What follows belongs to an exercise in optimizing a design on an open flow for small area and a short achievable clock period; a production flow would make more cautious choices.
Where RTL was checked, it was by simulation tests only, not by an equivalence proof against the original.

==> flow/design.v (excerpt) <==
module mul_pipe #(
    parameter int unsigned XLEN    = 32,
    parameter int unsigned LATENCY = 3,
    parameter int unsigned TAG_W   = 5
) (
    input  logic             clk,
    input  logic             rst_n,
    input  logic             in_valid,
    output logic             in_ready,
    input  logic [XLEN-1:0]  a,
    input  logic [XLEN-1:0]  b,
    input  logic [2:0]       mulop,
    input  logic [TAG_W-1:0] in_tag,
    input  logic             flush,
    output logic             out_valid,
    input  logic             out_ready,
    output logic [XLEN-1:0]  f,
    output logic [TAG_W-1:0] out_tag
);
Size: ~210 flip-flops, about 0.029 mm2 of cells after synthesis.
Settings: LEC_CHECK=0, ABC_AREA=1, CAP_MARGIN=20, CORE_MARGIN=2, CORE_UTILIZATION=40, SETUP_SLACK_MARGIN=5, SLEW_MARGIN=20, SYNTH_HIERARCHICAL=1; clock period 11.0 ns.
standard.sh (not shown) runs the stock make flow with config.mk's settings and CLKGATE_MAP_FILE= SYNTH_SCRIPT=/design/flow/synth_recipe.tcl, a recipe that flattens the netlist after the stock synthesis.
==> flow/flow/run.sh <==
#!/bin/bash
# The standard layout, with timing repair aimed further below the clock period and
# the smallest port buffers (repair sizes up the ones on critical paths).
set -euo pipefail
bash standard.sh SETUP_SLACK_MARGIN=6.22 "BUFFER_PORTS_ARGS=-buffer_cell sky130_fd_sc_hd__buf_1" "CTS_ARGS=-sink_clustering_enable -repair_clock_nets -sink_clustering_size 30 -sink_clustering_max_diameter 100 -dont_use_dummy_load" finish > standard.log 2>&1
Change:
--- a/flow/design.v
+++ b/flow/design.v
@@ -2185,43 +2185,34 @@
             r2_v <= r1_v;
             r3_v <= r2_v;
             if (r2_v) begin
                 r3_f   <= w_f;
                 r3_tag <= r2_tag;
             end
         end
     end
     always_ff @(posedge clk) begin
         if (!w_stall) begin
+            r1_a_n   <= ~a;
+            r1_neg   <= w_neg;
+            r1_one_n <= ~w_one;
+            r1_two_n <= ~w_two;
+            r1_ea_n  <= !(a[31] && (mulop != 3'd3));
+            r1_d16_n <= !(b[31] && !mulop[2] && mulop[1]);
             r1_hi  <= (mulop != 3'd0);
             r1_tag <= in_tag;
             r2_sg  <= w_sg;
             r2_sp  <= w_sp;
             r2_hi  <= r1_hi;
             r2_tag <= r1_tag;
         end
     end
-    wire [81:0] w_r1d, w_r1q;
-    assign w_r1q = {r1_a_n, r1_neg, r1_one_n, r1_two_n, r1_ea_n, r1_d16_n};
-    for (genvar k = 0; k < 82; k++) begin : g_r1
-        mul_pipe_hold u_h (.hold(w_stall), .take(!w_stall), .q(w_r1q[k]),
-                           .d((k >= 50) ? ~a[k-50] :
-                              (k >= 34) ? w_neg[k-34] :
-                              (k >= 18) ? ~w_one[k-18] :
-                              (k >= 2)  ? ~w_two[k-2] :
-                              (k == 1)  ? !(a[31] && (mulop != 3'd3)) :
-                                          !(b[31] && !mulop[2] && mulop[1])),
-                           .y(w_r1d[k]));
-    end
-    always_ff @(posedge clk) begin
-        {r1_a_n, r1_neg, r1_one_n, r1_two_n, r1_ea_n, r1_d16_n} <= w_r1d;
-    end
     always_ff @(posedge clk) begin
         r2_x <= w_xd;
         r2_y <= w_yd;
     end
     assign out_valid = r3_v;
     assign f         = r3_f;
     assign out_tag   = r3_tag;
 endmodule
 module mul_pipe_fa (
     input  logic x,
@@ -2246,19 +2237,10 @@
     input  logic hold,
     input  logic q,
     input  logic sh,
     input  logic dh,
     input  logic sl,
     input  logic dl,
     output logic d
 );
     assign d = (hold & q) | (sh & dh) | (sl & dl);
 endmodule
-module mul_pipe_hold (
-    input  logic hold,
-    input  logic take,
-    input  logic q,
-    input  logic d,
-    output logic y
-);
-    assign y = (hold & q) | (take & d);
-endmodule
Outcome: The new run produced a clean layout. Design area decreases by 0.74%. Register-to-register slack barely changes. Sequential share of layout area rose by 2.7 points. Fmax barely changes. Via count falls by 1.8%. Clock-buffer cell count decreases by 2. Global-route usage shrinks by 1.0 points. Core utilization decreases by 0.24 points.
Function not checked in the first run of this note: the RTL went through the layout flow alone.

Another version of the RTL of mul_pipe (not shown whole).
Size in the first run: about 2900 cells after synthesis, ~200 flip-flops, about 120 I/O pins, roughly 29000 um^2 of cells after synthesis.
clock: 11.0 ns
lec_check: 0
abc_area: 1
cap_margin: 20
core_margin: 2
core_utilization: 40
setup_slack_margin: 5
slew_margin: 20
synth_hierarchical: 1
Scripts as last shown in full above: flow/flow/run.sh
Then changed:
--- a/flow/design.v
+++ b/flow/design.v
@@ -1966,25 +1966,18 @@
     wire [2:0] w_sg, w_sp;
     assign w_sg[0] = mg27;
     assign w_sp[0] = 1'b0;
     assign w_sg[1] = mg28;
     assign w_sp[1] = mp28;
     assign w_sg[2] = cg31;
     assign w_sp[2] = cp31;
     localparam int NSEG = 3;
-    wire        w_sel_hi = !w_stall && r1_hi;
-    wire        w_sel_lo = !w_stall && !r1_hi;
-    wire [31:0] w_xd, w_yd;
-    for (genvar k = 0; k < 32; k++) begin : g_sel
-        mul_pipe_sel u_x (.hold(w_stall), .q(r2_x[k]), .sh(w_sel_hi), .dh(sx[32+k]),
-                          .sl(w_sel_lo), .dl(sx[k]), .d(w_xd[k]));
-        mul_pipe_sel u_y (.hold(w_stall), .q(r2_y[k]), .sh(w_sel_hi), .dh(sy[32+k]),
-                          .sl(w_sel_lo), .dl(sy[k]), .d(w_yd[k]));
-    end
+    wire [31:0] w_x  = r1_hi ? sx[63:32] : sx[31:0];
+    wire [31:0] w_y  = r1_hi ? sy[63:32] : sy[31:0];
     logic [NSEG-1:0] r2_sg, r2_sp;
     logic            r2_hi;
     logic w_cin;
     always_comb begin
         w_cin = 1'b0;
         for (int k = 0; k < NSEG; k++) w_cin = r2_sg[k] | (r2_sp[k] & w_cin);
         w_cin = w_cin & r2_hi;
     end
@@ -2195,26 +2188,24 @@
             r1_a_n   <= ~a;
             r1_neg   <= w_neg;
             r1_one_n <= ~w_one;
             r1_two_n <= ~w_two;
             r1_ea_n  <= !(a[31] && (mulop != 3'd3));
             r1_d16_n <= !(b[31] && !mulop[2] && mulop[1]);
             r1_hi  <= (mulop != 3'd0);
             r1_tag <= in_tag;
+            r2_x   <= w_x;
+            r2_y   <= w_y;
             r2_sg  <= w_sg;
             r2_sp  <= w_sp;
             r2_hi  <= r1_hi;
             r2_tag <= r1_tag;
         end
     end
-    always_ff @(posedge clk) begin
-        r2_x <= w_xd;
-        r2_y <= w_yd;
-    end
     assign out_valid = r3_v;
     assign f         = r3_f;
     assign out_tag   = r3_tag;
 endmodule
 module mul_pipe_fa (
     input  logic x,
     input  logic y,
     input  logic z,
@@ -2228,19 +2219,8 @@
     input  logic x,
     input  logic y,
     output logic s,
     output logic c
 );
     assign s = x ^ y;
     assign c = x & y;
 endmodule
-module mul_pipe_sel (
-    input  logic hold,
-    input  logic q,
-    input  logic sh,
-    input  logic dh,
-    input  logic sl,
-    input  logic dl,
-    output logic d
-);
-    assign d = (hold & q) | (sh & dh) | (sl & dl);
-endmodule
After rerunning:
- wire length rises by 2.2%
- non-clock buffer count stays the same
- flip-flop and latch count does not change
- global-route usage rises by 0.40 points
- register-to-register slack gets worse by 0.06 ns
- critical path depth is unchanged
- count of clock-buffer cells in the layout rises by 2
- via count barely changes
- setup slack gets better by 0.0083 ns
- hold slack gets worse by 0.027 ns
- final area rises by 0.55%
No functional check of the RTL was part of any run of this note.

==> static timing again, ports no longer ideal <==
Ports are ideal in the flow. The routed layouts listed here were re-timed in OpenROAD.
Step 1 (the two cells are an assumption about what drives the block):
set clk [get_ports {clk}]
set_driving_cell -lib_cell sky130_fd_sc_hd__clkbuf_16 $clk
set_driving_cell -lib_cell sky130_fd_sc_hd__buf_2 [delete_from_list [all_inputs] $clk]
Step 2 times the ports against the registers' clock, not the clock port: input delays grow and output delays shrink by t, the midpoint of the rising clock arrivals with the driver on.
Three values: no drivers, after step 1, after step 2; two values: the first two.
| run | shift t [ns] | setup WS [ns] | hold slack, ns | worst data-port slew with drivers (ns) | cell pins on the clock port's net |
|---|---|---|---|---|---|
| the first run of note 1 | 0.591 | 6.235 / 6.204 / 6.204 | 0.433 / 0.433 / 0.433 | 0.05 | 1 |
| the second run of note 1 | 0.579 | 6.237 / 6.202 / 6.202 | 0.433 / 0.433 / 0.433 | 0.06 | 1 |
| the first run of note 2 | 0.578 | 6.228 / 6.193 / 6.193 | 0.424 / 0.424 / 0.424 | 0.04 | 1 |
| the second run of note 2 | 0.595 | 6.236 / 6.202 / 6.202 | 0.397 / 0.397 / 0.397 | 0.05 | 1 |
After both steps setup and hold are still met in every run listed.
